Context: an optimization exercise on an open-source flow, tuned for small area, a short achievable clock period and few clock cycles. The choices shown serve that exercise and are no tape-out recipe. At most, simulation tests tie the RTL to the original design; equivalence was not proved. No functional check of the RTL was part of runs 1 to 3. No activity file was given, so power comes from the tool's default toggle rates.

==> flow/design.v <==
package dma_pkg;
    localparam int DATA_W     = 32;
    localparam int PADDR_W    = 32;
    localparam int WORD_AW    = 16;           
    localparam int BE_W       = DATA_W / 8;
    localparam int SIZE_W     = 16;
    localparam int FIFO_DEPTH = 4;
    localparam int FIFO_LVL_W = 3;            
    localparam int BANK_BIT   = 20;           
    localparam logic [PADDR_W-1:0] REG_SRC  = 32'h0000_0000;
    localparam logic [PADDR_W-1:0] REG_DST  = 32'h0000_0004;
    localparam logic [PADDR_W-1:0] REG_SIZE = 32'h0000_0008;
    localparam logic [PADDR_W-1:0] REG_MODE = 32'h0000_000c;
    localparam logic [PADDR_W-1:0] REG_INT  = 32'h0000_0010;
    localparam logic [BE_W-1:0] BE_ALL  = '1;
    localparam logic [BE_W-1:0] BE_NONE = '0;
    typedef union packed {
        logic [DATA_W-1:0] raw;
        struct packed {
            logic [DATA_W-BANK_BIT-2:0] unused_hi;     
            logic                       bank;
            logic [1:0]                 unused_lo;     
            logic [WORD_AW-1:0]         word;
            logic [1:0]                 offset;
        } f;
    } dma_addr_u;
endpackage
`timescale 1ns/10ps
module dma_top (
    input  logic                        CLK,
    input  logic                        RSTN,
    output logic                        INTR,
    input  logic                        PSEL,
    input  logic                        PENABLE,
    output logic                        PREADY,
    input  logic                        PWRITE,
    input  logic [dma_pkg::PADDR_W-1:0] PADDR,
    input  logic [dma_pkg::DATA_W-1:0]  PWDATA,
    output logic [dma_pkg::DATA_W-1:0]  PRDATA,
    output logic                        mem0_en,
    output logic [dma_pkg::BE_W-1:0]    mem0_we,
    output logic [dma_pkg::WORD_AW-1:0] mem0_addr,
    output logic [dma_pkg::DATA_W-1:0]  mem0_wdata,
    input  logic [dma_pkg::DATA_W-1:0]  mem0_rdata,
    output logic                        mem1_en,
    output logic [dma_pkg::BE_W-1:0]    mem1_we,
    output logic [dma_pkg::WORD_AW-1:0] mem1_addr,
    output logic [dma_pkg::DATA_W-1:0]  mem1_wdata,
    input  logic [dma_pkg::DATA_W-1:0]  mem1_rdata
);
    logic [31:0] src;
    logic [31:0] dst;
    logic [15:0] size;
    logic        busy;           
    logic        int_done;       
    logic        start_q;        
    logic        setup;
    logic        start;
    logic        wen_src, wen_dst, wen_size, wen_int;
    logic        last_wr;        
    assign PREADY = 1'b1;
    assign setup  = PSEL & ~PENABLE;
    logic armed;
    always_ff @(posedge CLK or negedge RSTN) begin
        if (!RSTN)
            armed <= 1'b0;
        else
            armed <= 1'b1;
    end
    logic [3:0] ws;
    logic [4:0] rs;
    logic [1:0] rsh;         
    logic       dec_src, dec_dst, dec_size, dec_mode, dec_int;
    logic       v_src, v_dst, v_size;
    assign dec_src  = PADDR == dma_pkg::REG_SRC;
    assign dec_dst  = PADDR == dma_pkg::REG_DST;
    assign dec_size = PADDR == dma_pkg::REG_SIZE;
    assign dec_mode = PADDR == dma_pkg::REG_MODE;
    assign dec_int  = PADDR == dma_pkg::REG_INT;
    always_ff @(posedge CLK) begin
        ws[0]   <= setup & PWRITE & dec_src;
        ws[1]   <= setup & PWRITE & dec_dst;
        ws[2]   <= setup & PWRITE & dec_size;
        ws[3]   <= setup & PWRITE & dec_int;
        rs[0]   <= setup & dec_src & v_src;
        rs[1]   <= setup & dec_dst & v_dst;
        rs[2]   <= setup & dec_size & v_size;
        rs[3]   <= setup & dec_mode;
        rs[4]   <= setup & dec_int;
        rsh[0]  <= setup & ~PWRITE & dec_src & v_src;
        rsh[1]  <= setup & ~PWRITE & dec_dst & v_dst;
        start_q <= n_start_q;
    end
    assign start    = start_q & armed & ~busy;
    assign wen_src  = ws[0] & armed & ~busy;
    assign wen_dst  = ws[1] & armed & ~busy;
    assign wen_size = ws[2] & armed & ~busy;
    assign wen_int  = ws[3] & armed & PWDATA[0];
    logic [31:0] src_q, dst_q;
    logic [15:0] size_q;
    always_ff @(posedge CLK) begin
        if (wen_src)  src_q  <= PWDATA;
        if (wen_dst)  dst_q  <= PWDATA;
        if (wen_size) size_q <= PWDATA[15:0];
    end
    assign src  = src_q & {32{v_src}};
    assign dst  = dst_q & {32{v_dst}};
    assign size = size_q & {16{v_size}};
    always_ff @(posedge CLK or negedge RSTN) begin
        if (!RSTN) begin
            v_src    <= 1'b0;
            v_dst    <= 1'b0;
            v_size   <= 1'b0;
            int_done <= 1'b0;
            INTR     <= 1'b0;
        end else begin
            if (wen_src)  v_src  <= 1'b1;
            if (wen_dst)  v_dst  <= 1'b1;
            if (wen_size) v_size <= 1'b1;
            if (wen_int)
                int_done <= 1'b0;
            INTR <= last_wr | (start & size == '0);
            if (last_wr | (start & size == '0))     
                int_done <= 1'b1;
        end
    end
    assign PRDATA = {({16{rsh[0]}} & src_q[31:16]) | ({16{rsh[1]}} & dst_q[31:16]),
                     ({16{rs[0]}} & src_q[15:0]) | ({16{rs[1]}} & dst_q[15:0])}
                  | {16'd0, {16{rs[2]}} & size_q}
                  | {31'd0, rs[3] & busy}
                  | {31'd0, rs[4] & int_done};
    logic        sb, db, same;   
    logic [1:0]  so, dof;
    logic        s;              
    logic [1:0]  c;              
    logic [1:0]  end_off;
    logic [3:0]  first_be, last_be;
    logic        one_word;       
    logic        one_word_q;
    assign sb       = src[dma_pkg::BANK_BIT];
    assign db       = dst[dma_pkg::BANK_BIT];
    assign same     = sb == db;
    assign so       = src[1:0];
    assign dof      = dst[1:0];
    assign s        = dof < so;
    assign c        = 2'((4'(dof) + 4'(size[1:0]) + 4'd3) >> 2);
    assign end_off  = dof + size[1:0];
    assign first_be = 4'hf << dof;
    assign last_be  = (end_off == 2'd0) ? 4'hf : ~(4'hf << end_off);
    assign one_word = (size[15:2] == 14'd0 && c == 2'd1) || (size[15:2] == 14'd1 && c == 2'd0);
    logic        reload;         
    logic        iss;            
    logic        rd_now;         
    logic        wr0, wr1, rd0, rd1;
    logic        infl;           
    logic        ready;          
    logic        skip;           
    logic        last;           
    logic [1:0]  d;              
    logic [3:0]  be;             
    logic        asel0, asel1;   
    logic        asel0h, asel1h;  
    logic [15:0] rd_addr;
    logic [15:0] wr_addr;
    logic [13:0] q;              
    logic [1:0]  ext;
    logic [31:0] W;              
    logic [23:0] C;              
    logic [31:0] rdata;
    logic        wr_now, rem2;
    logic        n_busy, n_ready, n_reload, n_skip, n_start_q, n_wr_now, n_rd;
    assign wr_now  = busy & ready;
    assign last_wr = wr_now & last;
    assign rem2 = (q == 14'd2 && ext == 2'd0) || (q == 14'd1 && ext == 2'd1)
               || (q == 14'd0 && ext == 2'd2);
    assign n_busy    = (busy & ~last_wr) | (start & size != '0);
    assign n_reload  = wen_src | wen_dst | last_wr;
    assign n_ready   = ~reload & ((infl & ~skip) | (ready & ~wr_now));
    assign n_skip    = reload ? s : (skip & ~infl);
    assign n_start_q = setup && PWRITE && PADDR == dma_pkg::REG_MODE && PWDATA == 32'd1;
    assign n_wr_now  = n_busy & n_ready;
    assign n_rd      = ~n_reload & ~(same & n_wr_now);
    assign rd_now    = rd0 | rd1;
    assign iss       = rd_now & ~reload & (busy | start_q | (~ready & ~(infl & ~skip)));
    assign rdata = sb ? mem0_rdata : mem1_rdata;
    logic [7:0] l0, l1, l2, l3;
    logic [31:0] w_nx;
    logic [23:0] c_nx;
    assign {l3, l2, l1, l0} = rdata;
    always_comb begin
        case (d)
            2'd0: w_nx = {l3, l2, l1, l0};
            2'd1: w_nx = {l2, l1, l0, C[7:0]};
            2'd2: w_nx = {l1, l0, C[15:0]};
            default: w_nx = {l0, C[23:0]};
        endcase
        c_nx[23:16] = l3;
        c_nx[15:8]  = (d == 2'd2) ? l3 : l2;
        case (d)
            2'd1: c_nx[7:0] = l3;
            2'd2: c_nx[7:0] = l2;
            default: c_nx[7:0] = l1;
        endcase
    end
    always_ff @(posedge CLK or negedge RSTN) begin
        if (!RSTN) begin
            busy   <= 1'b0;
            reload <= 1'b1;
        end else begin
            busy   <= n_busy;
            reload <= n_reload;
        end
    end
    always_ff @(posedge CLK) begin
        d          <= dof - so;
        one_word_q <= one_word;
        infl  <= iss;
        ready <= n_ready;
        skip  <= n_skip;
        asel0 <= db & (~sb | n_wr_now);
        asel1 <= ~db & (sb | n_wr_now);
        asel0h <= db & (~sb | n_wr_now | n_reload);
        asel1h <= ~db & (sb | n_wr_now | n_reload);
        if (infl) begin
            W <= w_nx;
            C <= c_nx;
        end
        rd_addr <= reload ? src[17:2] : rd_addr + 16'(iss);
        wr_addr <= start ? dst[17:2] : wr_addr + 16'(wr_now);
        q       <= start ? size[15:2] : q - 14'(wr_now & ext == 2'd0);
        if (start) begin
            ext     <= c;
            last    <= one_word_q;
            be      <= first_be & (one_word_q ? last_be : 4'hf);
        end else if (wr_now) begin
            if (ext != 2'd0)
                ext <= ext - 1'b1;
            last <= rem2;
            be   <= rem2 ? last_be : 4'hf;
        end
    end
    always_ff @(posedge CLK or negedge RSTN) begin
        if (!RSTN) begin
            wr0 <= 1'b0;
            wr1 <= 1'b0;
        end else begin
            wr0 <= db & n_wr_now;
            wr1 <= ~db & n_wr_now;
        end
    end
    always_ff @(posedge CLK) begin
        rd0 <= sb & n_rd;
        rd1 <= ~sb & n_rd;
    end
    assign mem0_en    = wr0 | rd0;
    assign mem1_en    = wr1 | rd1;
    assign mem0_we    = wr0 ? be : 4'd0;
    assign mem1_we    = wr1 ? be : 4'd0;
    assign mem0_addr  = {asel0h ? wr_addr[15:8] : rd_addr[15:8], asel0 ? wr_addr[7:0] : rd_addr[7:0]};
    assign mem1_addr  = {asel1h ? wr_addr[15:8] : rd_addr[15:8], asel1 ? wr_addr[7:0] : rd_addr[7:0]};
    assign mem0_wdata = W;
    assign mem1_wdata = W;
endmodule
==> flow/flow/run.sh <==
#!/bin/bash
# Standard ORFS layout (standard.sh) with changes to port buffers and CTS.
set -euo pipefail
export BUFFER_PORTS_ARGS="-buffer_cell sky130_fd_sc_hd__buf_1"
export CTS_ARGS="-sink_clustering_enable -repair_clock_nets -dont_use_dummy_load -buf_list {sky130_fd_sc_hd__clkbuf_8 sky130_fd_sc_hd__clkbuf_16} -sink_clustering_size 25 -sink_clustering_max_diameter 150"
bash standard.sh > standard_make.log 2>&1
==> flow/standard.sh <==
#!/bin/bash
# synth_recipe.tcl (not shown) runs the flow's synth.tcl, then flattens the netlist and writes it again
# the make line also repeats each setting of config.mk as NAME=value (left out here)
make -C /OpenROAD-flow-scripts/flow DESIGN_CONFIG=/design/flow/config.mk WORK_HOME=/design/flow/orfs CLKGATE_MAP_FILE= SYNTH_SCRIPT=/design/flow/synth_recipe.tcl "${@:-finish}"
==> flow/config.mk <==
export PLATFORM = sky130hd
export DESIGN_NAME = dma_top
export DESIGN_NICKNAME = dma_top
export VERILOG_FILES = /design/flow/design.v
export SDC_FILE = /design/flow/constraint.sdc
export NUM_CORES = 4
export LEC_CHECK = 0
export CAP_MARGIN = 20
export CORE_MARGIN = 2
export CORE_UTILIZATION = 50
export SETUP_SLACK_MARGIN = 3.5
export SLEW_MARGIN = 20
==> flow/constraint.sdc <==
create_clock -name core_clock -period 6.0 [get_ports {CLK}]
set_input_delay 1.2000 -clock core_clock [delete_from_list [all_inputs] [get_ports {CLK}]]
set_output_delay 1.2000 -clock core_clock [all_outputs]
set_load 0.01 [all_outputs]
==> impl_metrics.json, run 1 <==
{
  "min_from": "skip",
  "clkPwrFrac_pct": 32.4,
  "synth.largest_area_cell": "edfxtp_1",
  "clk_latency_ps": 480,
  "drc_errors": 0,
  "grt_pass1_wl_mm": 42.3,
  "cts_made_buffers": 12,
  "switching_share_pct": 20.2,
  "required_ps": 4800,
  "synthDistinctLibCells": 60,
  "drt-initial-drc-count": 559,
  "vias": 8196,
  "path_class": "register to output pin",
  "r2r_cells": 9,
  "n_fill_cell": 1747,
  "initial_utilization_pct": 50.9,
  "max_freq_mhz": 359,
  "setup.worst_path.end_class": "output pin",
  "holdPathStages": 2,
  "power_density_nw_per_um2": 200,
  "setup_violations": 0,
  "power_frac_seq_pct": 64.0,
  "dpl.hpwl_mm": 19.9,
  "clockRootBuffer": "clkbuf_16",
  "ys_seq_elements": 223,
  "drive_gt1_share_pct": 16.2,
  "postRouteAntennaNets": 0,
  "clkSlewWorstSetupHoldPaths_ps": 100,
  "instances_no_fill": 1451,
  "max_slew_margin_pct": 32.4,
  "core_sq_um": 21000,
  "netlist.area_leader.share_pct": 40.3,
  "seq_area_sq_um": 5980,
  "grt_max_degree": 58,
  "rows": 53,
  "rsz0062_at_grt": "yes",
  "max-vdd-ir-drop_mv": 0.165,
  "die_x_um": 150,
  "routedWlPerCell_um": 19.3,
  "vias_per_cell": 5.65,
  "finalPower_mw": 2.54,
  "grt_pass1_vias": 7672,
  "max-cap-violations": 0,
  "cts_hold_buf": 0,
  "netlist_area_sq_um": 10700,
  "gp_congestion": 0.856,
  "min_to": "skip",
  "hold_violations": 0,
  "area_growth_pct": 18.8,
  "yosys-top-cells-count": "143 x edfxtp_1, 70 x dfxtp_1, 64 x nand2_1, 64 x o21ai_0, 56 x nor2_1",
  "start_kind": "register",
  "multi_input_area_sq_um": 4280,
  "path_max_fanout": 2,
  "r2r-end": "q[10]",
  "worst_ep_arrival_time_ps": 1590,
  "reg2reg_from": "ext[0]",
  "cts_htree_levels": 1,
  "final.setup.tns_ps": 0,
  "clock_path_buffers": 3,
  "finClkSkew_ps": 20.9,
  "firstDrtPassIters": 6,
  "portBuffers": 271,
  "grt_usage_pct": 24.1,
  "ys_seq_area_share_pct": 55.8,
  "post-place-cells": 1412,
  "io_pins": 273,
  "cts_sinks": 223,
  "syn_inst": 942,
  "ys_warn_count": 1,
  "post-synth-top-count-cell": "edfxtp_1",
  "slew_viol_final": 0,
  "synth_edf_count": 143,
  "grt_overflow_total": 0,
  "antennaDiodeCount": 0,
  "worstMarginPinSlew_ps": 1010,
  "outcome": "complete, no violations",
  "cts_tree": "yes",
  "dominantRegCellSynth": "edfxtp_1",
  "hold_ws_ps": 481,
  "syn_avg_cell_area_sq_um": 11.3,
  "die_y_um": 150,
  "nNetsFinal": 1333,
  "netSwitchingPower_mw": 0.511,
  "async_reset_ff_share_pct": 4.48,
  "hold_path.class": "register to register",
  "die_area_sq_um": 22500,
  "internal_power_mw": 2.03,
  "ys_top_cells_by_area": "edfxtp_1 40%, dfxtp_1 13%, mux2_2 5.7%",
  "share_comb_of_total_power_pct": 3.5,
  "ff2ff_setup_slack_ps": 3580,
  "p_leak_nw": 4.67,
  "antenna_found_initial": 0,
  "period_minus_slack_ps": 2790,
  "post-route-period-util_pct": 46.4,
  "routed_wl_mm": 28.0
}
placed cells by master, fill, tap and decap left out, drive strengths merged, types with 7 or more instances in the layout:
cell,instances
buf,293
edfxtp,143
dfxtp,70
o21ai,66
nand2,64
mux2,57
nor2,56
nand3,42
inv,38
a21oi,28
nor4,26
a222oi,24
xnor2,22
clkbuf,22
ha,21
a22o,19
mux2i,17
a22oi,17
nand4,16
xor2,16
and2,15
nor3,13
dfrtp,9
and3,8
nor2b,7
or2,7
what timing repair did:
action | in CTS | in global routing
hold endpoints to repair | 0 | 0
pin swaps | 6 | 7
endpoints found under the setup margin | 72 | 83
gates resized for setup | 124 | 54
cloned | 0 | 1
buffers inserted | 14 | 12
worst max path at each step:
stage / from / endpoint / slack (ps) / cells past startpoint
after floorplan: infl / rd_addr[8] / 3540 / 9
after global placement: PADDR[13] / rs[2] / 3260 / 5
after detailed placement: PADDR[8] / rs[4] / 3260 / 5
after CTS: rs[0] / PRDATA[7] / 3230 / 3
after global routing: rs[0] / PRDATA[3] / 3190 / 3
final: src_q[7] / PRDATA[7] / 3210 / 3
through the flow:
step           util, %  setup slack [ps]  instance area, sq um
6_report          60.5              3210                 12700
3_5_place_dp      55.5              3260                 11600
5_1_grt           60.5              3190                 12700
4_1_cts           59.4              3230                 12400
2_1_floorplan        -              3540                 10700
3_3_place_gp      55.5              3260                 11600
sequential cells by signal, summed over array words and instances, names as in the netlist, 2 cells and up:
signal and flops:
q 14, ws 4, wr_addr 16, rd_addr 16, C 24, be 4
W 32, d 2, src_q 32, rs 5, dst_q 32, size_q 16
ext 2, rsh 2
final cells by class:
| type | instances | share of cell area (%) |
|---|---|---|
| clock buffers | 12 | 2.37 |
| inverters | 40 | 1.24 |
| multi-input cells | 597 | 33.7 |
| flip-flops and latches | 223 | 47.2 |
| well taps | 275 | 2.72 |
| repair buffers | 303 | 12.7 |
| repair inverters | 1 | 0.0395 |
cells by family (layout without fill, tap and decap cells):
kind of cell | count (synthesis) | after routing | share of synthesized area (%)
other | 1 | 2 | 0.0352
XOR/XNOR | 38 | 38 | 3.12
flip-flops | 223 | 223 | 55.8
AND/OR/NAND/NOR | 277 | 277 | 13.3
multiplexers | 74 | 74 | 7.72
adder cells (fa/ha/maj) | 22 | 22 | 2.65
AO/OA/AOI/OAI | 184 | 184 | 11.7
buffers and inverters | 123 | 356 | 5.68
layer usage:
layer | track usage (%) | wire length [um] | up-vias
met1 | 33.2 | 12100 | 3904
met3 | 3.51 | 1950 | 36
met2 | 40.7 | 13500 | 336
met4 | 5.00 | 497 | 0
li1 | - | - | 3920
met5 | 0 | 0 | -
power groups by stage:
stage	Combinational, mW	Clock (mW)	Sequential, mW
finish	0.0894	0.823	1.62
global route	0.101	0.893	1.62
CTS	0.0895	0.844	1.62
detailed placement	0.0886	0	1.66
global placement	0.0876	0	1.66
floorplan	0.0368	0	1.66
worst max-delay path: stages (launching register included):
cell	delay, ps
edfxtp_1	430
a222oi_1	480
inv_1	70
buf_1	140
==> run 2: changes to the inputs <==
--- a/flow/config.mk
+++ b/flow/config.mk
@@ -8,5 +8,5 @@
 export CAP_MARGIN = 20
 export CORE_MARGIN = 2
-export CORE_UTILIZATION = 50
-export SETUP_SLACK_MARGIN = 3.5
+export CORE_UTILIZATION = 65
+export SETUP_SLACK_MARGIN = 3.3
 export SLEW_MARGIN = 20
==> run 2 against run 1 <==
  * Critical path depth unchanged
  * Cell area down 5.4%
  * Count of clock-buffer cells in the layout unchanged
  * Sequential cell count unchanged
  * Combinational power up 0.6%
  * Global-route usage up 4.1 points
  * Critical endpoint is now PRDATA[1]
==> impl_metrics.json, run 2 <==
{
  "vias_per_cell": 5.98,
  "grt_usage_pct": 28.2,
  "cp-endpoint": "PRDATA[1]",
  "ys_seq_area_share_pct": 55.8,
  "drc_errors": 0,
  "slew_viol_final": 0,
  "die_y_um": 132,
  "final_core_util_pct": 75.2,
  "worst_ep_arrival_time_ps": 1540,
  "min_from": "skip",
  "netlist.area_leader.share_pct": 40.3,
  "reg_top3": "W x32, dst_q x32, src_q x32",
  "clkPwrFrac_pct": 31.9,
  "max-cap-violations": 0,
  "synth-compound-area-share_pct": 11.7,
  "max_freq_mhz": 365,
  "routed_wl_mm": 25.9,
  "outcome": "complete, no violations",
  "grt_max_degree": 58,
  "synth-xor-area-share_pct": 3.12,
  "rows": 46,
  "synth_edf_count": 143,
  "netlist_area_sq_um": 10700,
  "hold_violations": 0,
  "yosys-top-cells-count": "143 x edfxtp_1, 70 x dfxtp_1, 64 x nand2_1, 64 x o21ai_0, 56 x nor2_1",
  "final.setup.tns_ps": 0,
  "clockRootBuffer": "clkbuf_16",
  "die_x_um": 132,
  "start_kind": "register",
  "nNetsFinal": 1320,
  "seq_area_sq_um": 5970,
  "worstMarginPinSlew_ps": 941,
  "max-vdd-ir-drop_mv": 0.235,
  "r2r_cells": 9,
  "switching_share_pct": 19.6,
  "multi_input_area_sq_um": 4120,
  "synth_top_family_by_area": "simple AND/OR/NAND/NOR gates",
  "cts_htree_levels": 1,
  "cts_sinks": 223,
  "synth-adder-area-share_pct": 2.65,
  "crit_start": "src_q[1]",
  "firstDrtPassIters": 7,
  "io_pins": 273,
  "internal_power_mw": 2.03,
  "final_common_cell": "buf_1",
  "ys_warn_count": 1,
  "rsz0062_at_grt": "yes",
  "cts_made_buffers": 12,
  "drt-initial-drc-count": 866,
  "layout.cells.most_common_list": "270 x buf_1, 143 x edfxtp_1, 64 x nand2_1, 64 x o21ai_0, 60 x dfxtp_1",
  "die_area_sq_um": 17500,
  "initial_utilization_pct": 66.9,
  "setup.worst_path.end_class": "output pin",
  "reg2reg_from": "ext[0]",
  "cts_tree": "yes",
  "ys_top_cells_by_area": "edfxtp_1 40%, dfxtp_1 13%, mux2_2 5.7%",
  "post-place-ws_ps": 3240,
  "power_frac_seq_pct": 64.5,
  "async_reset_ff_share_pct": 4.48,
  "synthMuxAreaShare_pct": 7.72,
  "ys_seq_elements": 223,
  "path_max_fanout": 2,
  "power_density_nw_per_um2": 210,
  "dominantRegCellSynth": "edfxtp_1",
  "finalPower_mw": 2.52,
  "hold_ws_ps": 477,
  "area_growth_pct": 12.3,
  "grt_overflow_total": 0,
  "dpl.hpwl_mm": 19.1,
  "antennaDiodeCount": 0,
  "clk_latency_ps": 480,
  "syn_avg_cell_area_sq_um": 11.3,
  "drive_gt1_share_pct": 9.97,
  "grt_pass1_vias": 7663,
  "finClkSkew_ps": 31.5,
  "synthDistinctLibCells": 60,
  "max_slew_margin_pct": 37.1,
  "synth_simple_gate_area_share_pct": 13.3,
  "core_sq_um": 15900,
  "syn_inst": 942,
  "routedWlPerCell_um": 18.8,
  "antenna_found_initial": 0,
  "n_fill_cell": 1167,
  "hold_path.class": "register to register",
  "ff2ff_setup_slack_ps": 3460,
  "clkSlewWorstSetupHoldPaths_ps": 90,
  "synth.largest_area_cell": "edfxtp_1",
  "timing.final.ws_setup_ps": 3260,
  "netSwitchingPower_mw": 0.495,
  "share_comb_of_total_power_pct": 3.6,
  "required_ps": 4800,
  "postRouteAntennaNets": 0,
  "grt_pass1_wl_mm": 39.6,
  "period_minus_slack_ps": 2740,
  "vias": 8251,
  "post-synth-top-count-cell": "edfxtp_1",
  "gp_congestion": 0.899,
  "portBuffers": 271,
  "p_leak_nw": 4.33,
  "clock_path_buffers": 3,
  "setup_violations": 0,
  "path_class": "register to output pin",
  "post-route-period-util_pct": 45.7,
  "r2r-end": "q[10]"
}
run 2: cell counts after synthesis:
No cell type changed its count.
run 2: worst max-delay path, stage by stage, from the launching register on:
cell and delay (ps):
edfxtp_1 410, a222oi_1 460, inv_1 70, buf_1 140
run 2: cells by family after synthesis:
group	Yosys count
simple gates	277
fa+ha+maj	22
buf+inv	123
xor+xnor	38
other cells	1
mux	74
flops	223
compound gates	184
run 2: power groups by stage:
stage | Clock [mW] | Combinational (mW) | Sequential, mW
2_1_floorplan | 0 | 0.0368 | 1.66
3_3_place_gp | 0 | 0.0861 | 1.66
3_5_place_dp | 0 | 0.0882 | 1.66
4_1_cts | 0.817 | 0.0889 | 1.63
5_1_grt | 0.861 | 0.0989 | 1.63
6_report | 0.805 | 0.0899 | 1.63
run 2: layout make-up:
cell class                 count  area share, %
timing repair buffer         291           9.75
multi-input combinational    597           34.4
inverter                      40           1.25
sequential                   223           49.8
clock buffer                  12           2.51
tap                          216           2.26
run 2: stage by stage:
stage                     std cells  area, sq um
after floorplan                 943        10700
after global placement         1351        11500
after detailed placement       1351        11500
after CTS                      1369        11900
after global routing           1379        12000
final                          1379        12000
run 2: what timing repair did:
action                                  CTS  global route
buffers inserted                          6            10
pin swaps                                 7             4
hold buffers                              0             0
endpoints found under the setup margin   64            26
resized for setup                        12             5
run 2: worst min path at each step:
stage                            end  slack (ps)  depth (start not counted)
final                           skip         480                          2
after global routing            skip         510                          2
after CTS                       skip         480                          2
after detailed placement        skip         460                          2
after global placement          skip         460                          2
after floorplan           rd_addr[0]         440                          2
run 2: routing by layer:
| layer | vias to the layer above | GRT usage (%) | wire length, um |
|---|---|---|---|
| met1 | 3875 | 37.9 | 10600 |
| li1 | 3905 | - | - |
| met2 | 421 | 48.6 | 12600 |
| met3 | 50 | 3.96 | 2180 |
| met5 | - | 0 | 0 |
| met4 | 0 | 7.49 | 566 |
==> run 3: changes to the inputs <==
==> flow/flow/run.sh (replaced) <==
#!/bin/bash
# Standard ORFS layout (standard.sh) with two changes:
#  - port buffers use buf_1 instead of the default clkdlybuf4s50_1
#  - CTS builds the tree from clkbuf_4/clkbuf_8 and inserts no dummy loads
# Each tool's log stays under orfs/logs; make's own output goes to
# standard_make.log.
set -euo pipefail
export BUFFER_PORTS_ARGS="-buffer_cell sky130_fd_sc_hd__buf_1"
export CTS_ARGS="-repair_clock_nets -dont_use_dummy_load -buf_list {sky130_fd_sc_hd__clkbuf_4 sky130_fd_sc_hd__clkbuf_8}"
bash standard.sh > standard_make.log 2>&1
--- a/flow/config.mk
+++ b/flow/config.mk
@@ -8,5 +8,5 @@
 export CAP_MARGIN = 20
 export CORE_MARGIN = 2
-export CORE_UTILIZATION = 65
+export CORE_UTILIZATION = 50
 export SETUP_SLACK_MARGIN = 3.3
 export SLEW_MARGIN = 20
==> run 3 against run 2 <==
  * Combinational power down 1%
  * Area after synthesis unchanged
  * Critical path type unchanged
  * Largest power group unchanged
  * Critical endpoint is now PRDATA[7]
  * Synthesized cell count unchanged
  * Worst hold slack better by 4.0 ps
==> impl_metrics.json, run 3 <==
{
  "min_from": "skip",
  "synthDistinctLibCells": 60,
  "ys_seq_area_share_pct": 55.8,
  "required_ps": 4800,
  "firstDrtPassIters": 6,
  "n_fill_cell": 1841,
  "holdPathStages": 2,
  "path_class": "register to output pin",
  "drc_errors": 0,
  "clockRootBuffer": "clkbuf_8",
  "p_leak_nw": 4.33,
  "max_freq_mhz": 358,
  "routedWlPerCell_um": 18.6,
  "max-cap-violations": 0,
  "ff2ff_setup_slack_ps": 3440,
  "portBuffers": 271,
  "vias": 8055,
  "gp_congestion": 0.856,
  "grt_pass1_wl_mm": 41.1,
  "finalInstanceArea_sq_um": 12000,
  "ys_warn_count": 1,
  "syn_inst": 942,
  "drive_gt1_share_pct": 10.8,
  "antenna_found_initial": 0,
  "grt_overflow_total": 0,
  "grt_max_degree": 58,
  "path_max_fanout": 2,
  "cp_slowest_stage_delay_ps": 480,
  "rows": 53,
  "nNetsFinal": 1329,
  "final_common_cell": "buf_1",
  "yosys-top-cells-count": "143 x edfxtp_1, 70 x dfxtp_1, 64 x nand2_1, 64 x o21ai_0, 56 x nor2_1",
  "final.setup.tns_ps": 0,
  "worstMarginPinSlew_ps": 981,
  "die_area_sq_um": 22500,
  "clkSlewWorstSetupHoldPaths_ps": 120,
  "path_cells": "a222oi_1 -> inv_1 -> buf_1",
  "setup_violations": 0,
  "hold_ws_ps": 481,
  "area_growth_pct": 12.7,
  "initial_utilization_pct": 50.9,
  "hold_path.class": "register to register",
  "drt-initial-drc-count": 616,
  "io_pins": 273,
  "clock_path_buffers": 2,
  "ys_seq_elements": 223,
  "antennaDiodeCount": 0,
  "hold_violations": 0,
  "ys_top_cells_by_area": "edfxtp_1 40%, dfxtp_1 13%, mux2_2 5.7%",
  "grt_usage_pct": 23.7,
  "post-route-period-util_pct": 46.6,
  "cts_htree_levels": 4,
  "seq_area_sq_um": 5970,
  "die_y_um": 150,
  "setup.worst_path.end_class": "output pin",
  "dpl-instance-area_sq_um": 11600,
  "multi_input_area_sq_um": 4120,
  "reg2reg_from": "ext[0]",
  "cts_made_buffers": 17,
  "min_to": "skip",
  "rsz0062_at_grt": "yes",
  "cts_sinks": 223,
  "slowest_stage": "a222oi_1",
  "r2r_cells": 9,
  "r2r-end": "q[10]",
  "max_slew_margin_pct": 34.6,
  "outcome": "complete, no violations",
  "dominantRegCellSynth": "edfxtp_1",
  "finClkSkew_ps": 44.7,
  "clk_latency_ps": 480,
  "die_x_um": 150,
  "synth_edf_count": 143,
  "period_minus_slack_ps": 2800,
  "worst_ep_arrival_time_ps": 1600,
  "netlist_area_sq_um": 10700,
  "grt_pass1_vias": 7608,
  "cts_tree": "yes",
  "cts_hold_buf": 0,
  "postRouteAntennaNets": 0,
  "start_kind": "register",
  "post-synth-top-count-cell": "edfxtp_1",
  "routed_wl_mm": 27.0,
  "vias_per_cell": 5.57,
  "async_reset_ff_share_pct": 4.48,
  "syn_avg_cell_area_sq_um": 11.3,
  "power_density_nw_per_um2": 200,
  "max-vdd-ir-drop_mv": 0.137,
  "synth.largest_area_cell": "edfxtp_1",
  "slew_viol_final": 0,
  "netlist.area_leader.share_pct": 40.3,
  "core_sq_um": 21000,
  "reg_top3": "W x32, dst_q x32, src_q x32",
  "dpl.hpwl_mm": 19.9,
  "layout.cells.most_common_list": "268 x buf_1, 143 x edfxtp_1, 64 x nand2_1, 64 x o21ai_0, 60 x dfxtp_1"
}
run 3: cell counts after synthesis:
Identical to the previous run, type by type.
run 3: how the worst max path moves through the flow:
stage               startpoint    endpoint  slack, ps  cells past startpoint
global route         src_q[15]  PRDATA[15]       3170                      3
floorplan                 infl  rd_addr[8]       3540                      9
global placement     PADDR[13]       rs[2]       3260                      5
CTS                   src_q[7]   PRDATA[7]       3200                      3
finish                src_q[7]   PRDATA[7]       3200                      3
detailed placement    PADDR[8]       rs[4]       3260                      5
run 3: logic make-up (layout without fill, tap and decap cells):
logic type	count (synthesis)	count (layout)	share of synthesized area, %
other	1	2	0.0352
adders and majority gates	22	22	2.65
xor gates and xnor gates	38	38	3.12
buffers and inverters	123	352	5.68
AOI/OAI and AO/OA	184	184	11.7
and+or+nand+nor	277	277	13.3
muxes	74	74	7.72
DFF	223	223	55.8
run 3: metal layers:
metal / wire [um] / vias up / global-route usage, %
met1: 12100 / 3808 / 33.0
met4: 386 / 0 / 6.27
met2: 12800 / 316 / 39.5
met5: 0 / - / 0
met3: 1680 / 25 / 3.11
li1: - / 3906 / -
run 3: repair_timing:
| action | CTS | global route |
|---|---|---|
| setup buffers | 13 | 5 |
| resized for setup | 12 | 6 |
| endpoints found under the setup margin | 64 | 22 |
| pin swaps | 9 | 7 |
run 3: metrics by stage:
step	setup WS, ps	total power, mW	utilization [%]	instances
2_1_floorplan	3540	1.70	-	943
3_3_place_gp	3260	1.75	55.5	1412
3_5_place_dp	3260	1.75	55.5	1412
4_1_cts	3200	2.43	57.1	1442
5_1_grt	3170	2.49	57.4	1447
6_report	3200	2.41	57.4	1447
run 3: critical path, delay by kind of cell (launching register included):
kind / cells / cell delay (ps)
compound gates: 1 / 480
buf+inv: 2 / 210
flops: 1 / 430
run 3: layout make-up:
cell class	instances	share of cell area (%)
Clock buffer	17	1.95
Multi-Input combinational cell	597	34.3
Tap cell	275	2.86
Timing Repair Buffer	295	9.99
Inverter	40	1.25
Sequential cell	223	49.7
run 3: report_power, final:
group / total [mW] / internal (mW) / switching, mW
Sequential: 1.63 / 1.63 / 0.000347
Combinational: 0.0889 / 0.0405 / 0.0485
Clock: 0.692 / 0.253 / 0.440
==> run 4: changes to the inputs <==
--- a/flow/design.v
+++ b/flow/design.v
@@ -70,5 +70,4 @@
     logic [3:0] ws;
     logic [4:0] rs;
-    logic [1:0] rsh;         
     logic       dec_src, dec_dst, dec_size, dec_mode, dec_int;
     logic       v_src, v_dst, v_size;
@@ -88,6 +87,4 @@
         rs[3]   <= setup & dec_mode;
         rs[4]   <= setup & dec_int;
-        rsh[0]  <= setup & ~PWRITE & dec_src & v_src;
-        rsh[1]  <= setup & ~PWRITE & dec_dst & v_dst;
         start_q <= n_start_q;
     end
@@ -125,6 +122,6 @@
         end
     end
-    assign PRDATA = {({16{rsh[0]}} & src_q[31:16]) | ({16{rsh[1]}} & dst_q[31:16]),
-                     ({16{rs[0]}} & src_q[15:0]) | ({16{rs[1]}} & dst_q[15:0])}
+    assign PRDATA = ({32{rs[0]}} & src_q)
+                  | ({32{rs[1]}} & dst_q)
                   | {16'd0, {16{rs[2]}} & size_q}
                   | {31'd0, rs[3] & busy}
@@ -160,5 +157,4 @@
     logic [3:0]  be;             
     logic        asel0, asel1;   
-    logic        asel0h, asel1h;  
     logic [15:0] rd_addr;
     logic [15:0] wr_addr;
@@ -220,6 +216,4 @@
         asel0 <= db & (~sb | n_wr_now);
         asel1 <= ~db & (sb | n_wr_now);
-        asel0h <= db & (~sb | n_wr_now | n_reload);
-        asel1h <= ~db & (sb | n_wr_now | n_reload);
         if (infl) begin
             W <= w_nx;
@@ -257,6 +251,6 @@
     assign mem0_we    = wr0 ? be : 4'd0;
     assign mem1_we    = wr1 ? be : 4'd0;
-    assign mem0_addr  = {asel0h ? wr_addr[15:8] : rd_addr[15:8], asel0 ? wr_addr[7:0] : rd_addr[7:0]};
-    assign mem1_addr  = {asel1h ? wr_addr[15:8] : rd_addr[15:8], asel1 ? wr_addr[7:0] : rd_addr[7:0]};
+    assign mem0_addr  = asel0 ? wr_addr : rd_addr;
+    assign mem1_addr  = asel1 ? wr_addr : rd_addr;
     assign mem0_wdata = W;
     assign mem1_wdata = W;
--- a/flow/config.mk
+++ b/flow/config.mk
@@ -8,5 +8,5 @@
 export CAP_MARGIN = 20
 export CORE_MARGIN = 2
-export CORE_UTILIZATION = 50
+export CORE_UTILIZATION = 65
 export SETUP_SLACK_MARGIN = 3.3
 export SLEW_MARGIN = 20
==> run 4 against run 3 <==
  * Still clean on timing, DRC and antenna
  * Clock skew down 16 ps
  * Register-to-register slack improved by 50 ps
  * Cell area shrank 2.0%
  * Global-route usage up 5.2 points
  * Area after synthesis shrank 0.96%
  * Sequential share of layout area rose by 0.30 points
  * Critical path type unchanged
  * Critical endpoint is now PRDATA[1]
==> impl_metrics.json, run 4 <==
{
  "die_area_sq_um": 17300,
  "start_kind": "register",
  "setup_violations": 0,
  "routedWlPerCell_um": 18.9,
  "p_leak_nw": 4.29,
  "cts_htree_levels": 4,
  "core_sq_um": 15900,
  "drive_gt1_share_pct": 11.1,
  "grt_overflow_total": 0,
  "worstMarginPinSlew_ps": 1020,
  "rows": 46,
  "grt_pass1_vias": 7490,
  "rsz0062_at_grt": "yes",
  "worst_ep_arrival_time_ps": 1550,
  "grt_usage_pct": 29.0,
  "required_ps": 4800,
  "io_pins": 273,
  "final_common_cell": "buf_1",
  "synthDistinctLibCells": 68,
  "path_max_fanout": 8,
  "die_y_um": 131,
  "cts_made_buffers": 17,
  "period_minus_slack_ps": 2750,
  "r2r_cells": 5,
  "nNetsFinal": 1306,
  "seq_area_sq_um": 5890,
  "ys_top_cells_by_area": "edfxtp_1 41%, dfxtp_1 13%, mux2_2 5.0%",
  "hold_violations": 0,
  "cts_hold_buf": 0,
  "post-route-period-util_pct": 45.9,
  "ys_seq_area_share_pct": 55.5,
  "netlist.area_leader.share_pct": 40.6,
  "hold_path.class": "register to register",
  "outcome": "complete, no violations",
  "n_fill_cell": 1186,
  "antenna_found_initial": 0,
  "clk_latency_ps": 470,
  "antennaDiodeCount": 0,
  "final.setup.tns_ps": 0,
  "max-vdd-ir-drop_mv": 0.171,
  "syn_avg_cell_area_sq_um": 11.4,
  "power_density_nw_per_um2": 201,
  "hold_ws_ps": 499,
  "drc_errors": 0,
  "netlist_area_sq_um": 10600,
  "vias": 8141,
  "clock_path_buffers": 2,
  "max_freq_mhz": 363,
  "setup.worst_path.end_class": "output pin",
  "r2r-end": "W[13]",
  "portBuffers": 271,
  "dpl.hpwl_mm": 18.5,
  "postRouteAntennaNets": 0,
  "dominantRegCellSynth": "edfxtp_1",
  "max-cap-violations": 0,
  "reg2reg_from": "d[0]",
  "ff2ff_setup_slack_ps": 3490,
  "initial_utilization_pct": 66.5,
  "ys_seq_elements": 219,
  "grt_max_degree": 59,
  "vias_per_cell": 5.96,
  "final_core_util_pct": 74.2,
  "firstDrtPassIters": 8,
  "post-synth-top-count-cell": "edfxtp_1",
  "async_reset_ff_share_pct": 4.57,
  "clockRootBuffer": "clkbuf_8",
  "slew_viol_final": 0,
  "drt-initial-drc-count": 806,
  "reg_top3": "W x32, dst_q x32, src_q x32",
  "post-place-cells": 1343,
  "gp_congestion": 0.903,
  "area_growth_pct": 11.5,
  "path_class": "register to output pin",
  "yosys-top-cells-count": "143 x edfxtp_1, 66 x dfxtp_1, 65 x nand2_1, 65 x nor2_1, 56 x o21ai_0",
  "cts_tree": "yes",
  "finalPower_mw": 2.37,
  "ys_warn_count": 1,
  "min_from": "skip",
  "cts_sinks": 219,
  "min_to": "skip",
  "grt_pass1_wl_mm": 39.6,
  "max_slew_margin_pct": 31.8,
  "multi_input_area_sq_um": 4080,
  "clkSlewWorstSetupHoldPaths_ps": 110,
  "routed_wl_mm": 25.8,
  "synth.largest_area_cell": "edfxtp_1",
  "instances_no_fill": 1365,
  "die_x_um": 131,
  "holdPathStages": 2,
  "synth_edf_count": 143,
  "syn_inst": 930,
  "layout.cells.most_common_list": "249 x buf_1, 143 x edfxtp_1, 65 x nand2_1, 65 x nor2_1, 60 x dfxtp_1",
  "finClkSkew_ps": 28.6
}
==> run 4: changes by cell type in the layout (fill, tap and decap cells not counted), moves of 5 or more <==
cell | previous run | this run
a211oi_1 | 5 | 0
a21oi_1 | 28 | 23
and3_1 | 8 | 3
buf_1 | 268 | 249
buf_4 | 24 | 7
clkbuf_2 | 3 | 22
mux2_2 | 54 | 47
mux2i_1 | 17 | 11
mux2i_2 | 0 | 5
nor2_1 | 56 | 65
o21ai_0 | 64 | 56
==> run 4: worst max path at each step <==
stage | from | endpoint | slack (ps)
2_1_floorplan | asel0 | mem0_addr[11] | 3490
3_3_place_gp | rs[0] | PRDATA[15] | 3240
3_5_place_dp | rs[0] | PRDATA[15] | 3210
4_1_cts | rs[0] | PRDATA[19] | 3250
5_1_grt | rs[0] | PRDATA[1] | 3160
6_report | rs[0] | PRDATA[1] | 3250
==> run 4: area by class of cell <==
class                      count  area share [%]
timing repair buffer         281            9.75
multi-input combinational    589            34.6
clock buffer                  17            1.99
sequential                   219            50.0
inverter                      43            1.37
tap                          216            2.29
==> run 4: repair_timing <==
item,CTS,global route
gates resized for setup,9,27
pin swaps,0,13
endpoints found under the setup margin,64,44
buffers inserted,2,3
==> run 4: power by group <==
group / internal (mW) / switching (mW)
clock: 0.252 / 0.428
sequential: 1.60 / 0.000502
combinational: 0.0412 / 0.0464
total: 1.89 / 0.475
==> run 4: worst max-delay path, cell delays in order, from the launching register on <==
cell	delay, ps
dfxtp_4	380
buf_6	150
a222oi_1	330
inv_1	80
clkbuf_2	140
==> run 4: metrics by stage <==
stage | instance area [sq um] | setup slack (ps)
4_1_cts | 11700 | 3250
2_1_floorplan | 10600 | 3490
3_5_place_dp | 11400 | 3210
5_1_grt | 11800 | 3160
3_3_place_gp | 11400 | 3240
6_report | 11800 | 3250
==> run 4: cells by family (layout without fill, tap and decap cells) <==
logic type      count (synthesis)  in the layout  synth area share [%]
other cells                     1              2                0.0355
compound gates                170            170                  11.3
simple gates                  289            289                  14.0
buf+inv                       123            341                  5.89
xor+xnor                       38             38                  3.15
fa+ha+maj                      22             22                  2.68
mux                            68             68                  7.41
flops                         219            219                  55.5
==> run 4: routing by layer <==
layer  global-route usage [%]  up-vias  wire length, um
li1                         -     3843                -
met1                     38.8     3857            10600
met2                     49.0      407            12800
met3                     4.86       34             2010
met4                     8.39        0              390
met5                        0        -                0
Testbench counts of run 4, summed over its fixed seeds: cycles 17,162.

## static timing again, ports no longer ideal
The flow's constraints put no driver on any port. The routed layouts listed below were extracted and timed again, unchanged, in two steps.
Step 1 (the two cells are an assumption about what drives the block):
set clk [get_ports {CLK}]
set_driving_cell -lib_cell sky130_fd_sc_hd__clkbuf_16 $clk
set_driving_cell -lib_cell sky130_fd_sc_hd__buf_2 [delete_from_list [all_inputs] $clk]
Step 2 times the ports against the registers' clock, not the clock port: input delays grow and output delays shrink by t, the midpoint of the rising clock arrivals with the driver on.
Slacks: ideal ports / drivers / drivers and shift; pairs: ideal ports / drivers.
run | shift t [ns] | setup WS [ns] | worst register clock-pin slew, ns
run 1 | 0.516 | 3.214 / 3.167 / 3.399 | 0.10 / 0.10
run 2 | 0.504 | 3.260 / 3.215 / 3.211 | 0.10 / 0.10
run 3 | 0.499 | 3.204 / 3.162 / 3.239 | 0.12 / 0.12
run 4 | 0.498 | 3.248 / 3.210 / 3.371 | 0.11 / 0.11
After both steps setup and hold are still met in every run listed. The setup slack of run 2, which loses most, moves by -0.045 ns with the drivers and by -0.049 ns with both steps.
